This is an optimization exercise on Yosys and OpenROAD, whose aim is small area, a short achievable clock period and few clock cycles, not a production implementation. Power and IR drop assume default switching activity.

==> run a: inputs <==
// ooo_core
module ooo_core
(
	input  logic                   clk,
	input  logic                   rst_n,
	input  logic                   issue,
	input  logic [3:0]             op,
	input  logic [$clog2(8)-1:0]  rs1,
	input  logic [$clog2(8)-1:0]  rs2,
	input  logic [$clog2(8)-1:0]  rd,
	input  logic [16-1:0] imm,
	output logic                   dispatch_stall,
	output logic                   commit_valid,
	output logic [$clog2(8)-1:0]  commit_rd,
	output logic [16-1:0] commit_data
);
==> module exec_unit, before the edit <==
module exec_unit
(
	input  logic [16-1:0] a,
	input  logic [16-1:0] b,
	input  logic [16-1:0] imm,
	input  logic                   sub,
	input  logic                   bimm,
	input  logic                   arith,
	input  logic                   gsel,
	input  logic                   psel,
	output logic [16-1:0] result
);
	localparam int DW = 16;
	logic [DW-1:0] opb;
	logic [DW-1:0] sum;
	logic [DW:0]   sum_c;
	assign opb = bimm ? imm : (b ^ {DW{sub}});
	assign sum_c = {a, 1'b1} + {opb, sub};
	assign sum   = sum_c[DW:1];
	assign result = ({DW{arith}} & sum)
	              | ({DW{gsel}}  & (a & b))
	              | ({DW{psel}}  & (a ^ b));
endmodule
==> module ooo_core, before the edit <==
module ooo_core
(
	input  logic                   clk,
	input  logic                   rst_n,
	input  logic                   issue,
	input  logic [3:0]             op,
	input  logic [$clog2(8)-1:0]  rs1,
	input  logic [$clog2(8)-1:0]  rs2,
	input  logic [$clog2(8)-1:0]  rd,
	input  logic [16-1:0] imm,
	output logic                   dispatch_stall,
	output logic                   commit_valid,
	output logic [$clog2(8)-1:0]  commit_rd,
	output logic [16-1:0] commit_data
);
	localparam int NR = 8;
	localparam int RW = $clog2(8);
	localparam int DW = 16;
	logic [DW-1:0]          regs [NR];
	logic [NR-1:0]          written;
	logic                   ex_valid;
	logic [RW-1:0]          ex_rd;
	logic [NR-1:0]          ex_sel1;    
	logic [RW-1:0]          ex_rs1;     
	logic [DW-1:0]          ex_b;       
	logic                   ex_sub;     
	logic                   ex_bimm;    
	logic                   ex_arith;   
	logic                   ex_gsel;    
	logic                   ex_psel;    
	logic [NR-1:0]          we;         
	logic [NR-1:0]          wr_next;    
	logic                   use_rs1;
	logic                   use_imm;
	logic [NR-1:0]          hit1;
	logic [NR-1:0]          hit2;
	logic [DW-1:0]          src_a;
	logic [DW-1:0]          src_b;
	logic [DW-1:0]          ex_result;
	assign dispatch_stall = 1'b0;
	always_comb
	begin
		for (int k = 0; k < NR; k++)
			we[k] = ex_valid & (ex_rd == RW'(k));
		wr_next = written | we;
		use_rs1 = ~(op[2] & op[1]);             
		use_imm = op[2] & (op[1] | op[0]);      
		for (int k = 0; k < NR; k++)
		begin
			hit1[k] = (rs1 == RW'(k)) & use_rs1;
			hit2[k] = (rs2 == RW'(k));
		end
	end
	always_ff @(posedge clk)
	begin
		ex_valid <= rst_n & issue;
		ex_rd    <= rd;
		ex_sel1  <= hit1;
		ex_rs1   <= use_rs1 ? rs1 : '0;
		ex_b[DW-1:NR+RW]  <= imm[DW-1:NR+RW];
		ex_b[NR+RW-1:0]   <= use_imm ? imm[NR+RW-1:0] : {rs2, hit2};
		ex_sub   <= (op == 4'd1);
		ex_bimm  <= use_imm;
		ex_arith <= (op == 4'd0) | (op == 4'd1) | (op == 4'd5) | (op == 4'd6);
		ex_gsel  <= (op == 4'd2) | (op == 4'd3);
		ex_psel  <= (op == 4'd4) | (op == 4'd3);
	end
	always_comb
	begin
		src_a = '0;
		src_b = '0;
		for (int k = 0; k < NR; k++)
		begin
			src_a = src_a | ({DW{ex_sel1[k]}} & regs[k]);
			src_b = src_b | ({DW{ex_b[k]}} & regs[k]);
		end
	end
	exec_unit u_exec
	(
		.a      (src_a),
		.b      (src_b),
		.imm    (ex_b),
		.sub    (ex_sub),
		.bimm   (ex_bimm),
		.arith  (ex_arith),
		.gsel   (ex_gsel),
		.psel   (ex_psel),
		.result (ex_result)
	);
	always_ff @(posedge clk)
	begin
		if (!rst_n)
			written <= '0;
		else
			written <= wr_next;
	end
	always_ff @(posedge clk)
	begin
		for (int k = 0; k < NR; k++)
		begin
			if (!rst_n)
				regs[k] <= DW'(k);
			else if (we[k])
				regs[k] <= ex_result;
		end
	end
	always_ff @(posedge clk)
	begin
		commit_valid <= rst_n & ex_valid;
		commit_rd    <= ex_rd;
		commit_data  <= ex_result;
	end
endmodule
clock: 14.0 ns
lec_check: 0
cap_margin: 20
core_margin: 2
core_utilization: 40
place_density: 0.6
slew_margin: 20
standard.sh (not shown) runs the stock make flow with config.mk's settings and CLKGATE_MAP_FILE= SYNTH_SCRIPT=/design/flow/synth_recipe.tcl, a recipe that flattens the netlist after the stock synthesis.
==> flow/flow/run.sh <==
#!/bin/bash
# The standard layout (standard.sh runs the standard flow's own ORFS make), with the
# resizer asked to repair setup timing to a margin beyond the clock period,
# so that it sizes the critical paths, and the ports buffered with a small
# buffer that the resizer upsizes where timing needs it.
set -euo pipefail
bash standard.sh SETUP_SLACK_MARGIN=10.3 'BUFFER_PORTS_ARGS=-buffer_cell sky130_fd_sc_hd__buf_1' 'CTS_ARGS=-sink_clustering_enable -repair_clock_nets -dont_use_dummy_load -root_buf sky130_fd_sc_hd__clkbuf_16 -buf_list sky130_fd_sc_hd__clkbuf_8 -sink_clustering_size 12 -sink_clustering_max_diameter 50' finish > orfs_make.log 2>&1
==> run b (differences from run a) <==
--- a/flow/design.v
+++ b/flow/design.v
@@ -5,5 +5,3 @@
 	input  logic [16-1:0] b,
-	input  logic [16-1:0] imm,
 	input  logic                   sub,
-	input  logic                   bimm,
 	input  logic                   arith,
@@ -17,3 +15,3 @@
 	logic [DW:0]   sum_c;
-	assign opb = bimm ? imm : (b ^ {DW{sub}});
+	assign opb = b ^ {DW{sub}};
 	assign sum_c = {a, 1'b1} + {opb, sub};
@@ -21,4 +19,4 @@
 	assign result = ({DW{arith}} & sum)
-	              | ({DW{gsel}}  & (a & b))
-	              | ({DW{psel}}  & (a ^ b));
+	              | ({DW{gsel}}  & (a & opb))
+	              | ({DW{psel}}  & (a ^ opb));
 endmodule
@@ -44,3 +42,2 @@
 	logic [DW-1:0]          regs [NR];
-	logic [NR-1:0]          written;
 	logic                   ex_valid;
@@ -48,3 +45,2 @@
 	logic [NR-1:0]          ex_sel1;    
-	logic [RW-1:0]          ex_rs1;     
 	logic [DW-1:0]          ex_b;       
@@ -55,8 +51,4 @@
 	logic                   ex_psel;    
-	logic [NR-1:0]          we;         
-	logic [NR-1:0]          wr_next;    
 	logic                   use_rs1;
 	logic                   use_imm;
-	logic [NR-1:0]          hit1;
-	logic [NR-1:0]          hit2;
 	logic [DW-1:0]          src_a;
@@ -64,16 +56,8 @@
 	logic [DW-1:0]          ex_result;
+	logic [NR-1:0]          reg_en;
+	logic [DW-1:0]          wdata_0;    
+	logic [DW-1:0]          wdata_1;    
 	assign dispatch_stall = 1'b0;
-	always_comb
-	begin
-		for (int k = 0; k < NR; k++)
-			we[k] = ex_valid & (ex_rd == RW'(k));
-		wr_next = written | we;
-		use_rs1 = ~(op[2] & op[1]);             
-		use_imm = op[2] & (op[1] | op[0]);      
-		for (int k = 0; k < NR; k++)
-		begin
-			hit1[k] = (rs1 == RW'(k)) & use_rs1;
-			hit2[k] = (rs2 == RW'(k));
-		end
-	end
+	assign use_rs1 = ~(op[2] & op[1]);             
+	assign use_imm = op[2] & (op[1] | op[0]);      
 	always_ff @(posedge clk)
@@ -82,6 +66,7 @@
 		ex_rd    <= rd;
-		ex_sel1  <= hit1;
-		ex_rs1   <= use_rs1 ? rs1 : '0;
-		ex_b[DW-1:NR+RW]  <= imm[DW-1:NR+RW];
-		ex_b[NR+RW-1:0]   <= use_imm ? imm[NR+RW-1:0] : {rs2, hit2};
+		for (int k = 0; k < NR; k++)
+			ex_sel1[k] <= (rs1 == RW'(k)) & use_rs1;
+		ex_b[DW-1:NR] <= imm[DW-1:NR];
+		for (int k = 0; k < NR; k++)
+			ex_b[k] <= use_imm ? imm[k] : (rs2 == RW'(k));
 		ex_sub   <= (op == 4'd1);
@@ -95,3 +80,3 @@
 		src_a = '0;
-		src_b = '0;
+		src_b = {DW{ex_bimm}} & ex_b;
 		for (int k = 0; k < NR; k++)
@@ -99,3 +84,3 @@
 			src_a = src_a | ({DW{ex_sel1[k]}} & regs[k]);
-			src_b = src_b | ({DW{ex_b[k]}} & regs[k]);
+			src_b = src_b | ({DW{ex_b[k] & ~ex_bimm}} & regs[k]);
 		end
@@ -106,5 +91,3 @@
 		.b      (src_b),
-		.imm    (ex_b),
 		.sub    (ex_sub),
-		.bimm   (ex_bimm),
 		.arith  (ex_arith),
@@ -114,9 +97,4 @@
 	);
-	always_ff @(posedge clk)
-	begin
-		if (!rst_n)
-			written <= '0;
-		else
-			written <= wr_next;
-	end
+	assign wdata_0 = ex_result & {DW{rst_n}};
+	assign wdata_1 = ex_result | {DW{~rst_n}};
 	always_ff @(posedge clk)
@@ -125,6 +103,6 @@
 		begin
-			if (!rst_n)
-				regs[k] <= DW'(k);
-			else if (we[k])
-				regs[k] <= ex_result;
+			reg_en[k] = ~rst_n | (ex_valid & (ex_rd == RW'(k)));
+			if (reg_en[k])
+				for (int i = 0; i < DW; i++)
+					regs[k][i] <= ((k >> i) & 1) ? wdata_1[i] : wdata_0[i];
 		end
- CORE_UTILIZATION: 40 -> 70
- PLACE_DENSITY: 0.6 -> 0.8
==> comparison table <==
| item | run b | run a |
|---|---|---|
| Outcome | timing/DRC/antenna clean | timing/DRC/antenna clean |
| Multi-input gate share of total cell area | 0.340 | 0.492 |
| Synthesis-to-finish area growth | 10.4% | 9.24% |
| DRT Wirelength | 23200 µm | 27000 µm |
| Critical hold path startpoint | ex_rd[2] | ex_rd[0] |
| Worst slew margin relative to its limit | 0.470 | 0.379 |
| Worst hold path endpoint | commit_rd[2] | commit_rd[0] |
| Slowest stage cell, crit path | sky130_fd_sc_hd__a21oi_1 | sky130_fd_sc_hd__dfxtp_1 |
| Worst-case register-to-register setup slack | 10.34 ns | 10.37 ns |
| Leak Pwr | 3.21 nW | 3.94 nW |
| Full die area | 12400 µm² | 22900 µm² |
| Clock transition at the registers of the reported paths | 0.08 ns | 0.09 ns |
| Origin of the critical flop-to-flop path | regs[3][0] | ex_sel1[5] |
| Internal cell power | 0.884 mW | 0.700 mW |
| Synth area leader | sky130_fd_sc_hd__edfxtp_1 | sky130_fd_sc_hd__dfxtp_1 |
| Max Clock Freq | 269 MHz | 274 MHz |
| Final cell utilization of the core | 0.787 | 0.448 |
| Area fraction in and, or, nand and nor cells after synthesis | 0.0828 | 0.125 |
| Final Cell Area | 8910 µm² | 9470 µm² |
| Maximum number of pins on one net before global-route repair | 26 | 83 |
| Number of setup buffers added after CTS | 0 | 2 |
| Worst reg2reg path depth | 14 | 13 |
| Area of the multi-input gates | 3030 µm² | 4660 µm² |
| Arrival time at the worst endpoint | 3.80 ns | 0.86 ns |
| Effective utilization at floorplan | 0.713 | 0.410 |
| GPL Wtd Cong | 0.890 | 0.850 |
| Required time of the worst setup path | 14.09 ns | 11.20 ns |
No run of this note included a check of the RTL's function; only the layout flow was run.

==> port drivers added, routing unchanged <==
The flow's constraints put no driver on any port. The routed layouts listed below were extracted and timed again, unchanged, in two steps. Step 1, drivers: a clkbuf_16 drives clk and a buf_2 each remaining input, both assumed. Step 2, shift: input delay + t, output delay - t, t = (earliest + latest rising clock arrival at the registers) / 2. This alone moves slack from input paths to output paths. Three values: ideal, step 1, step 2; two values: the first two.
run	shift t [ns]	slack for setup (ns)	worst setup path at the end	latest minus earliest clock arrival (ns)	worst slew at a driven data input, ns
run a	0.429	10.344 / 10.297 / 10.055	input to register	0.034 / 0.034	0.04
run b	0.410	10.285 / 10.295 / 9.893	input to register	0.022 / 0.023	0.03
After both steps every run listed still meets setup and hold. For run b, which loses most, drivers alone change the setup slack by +0.010 ns; drivers and shift together by -0.392 ns.
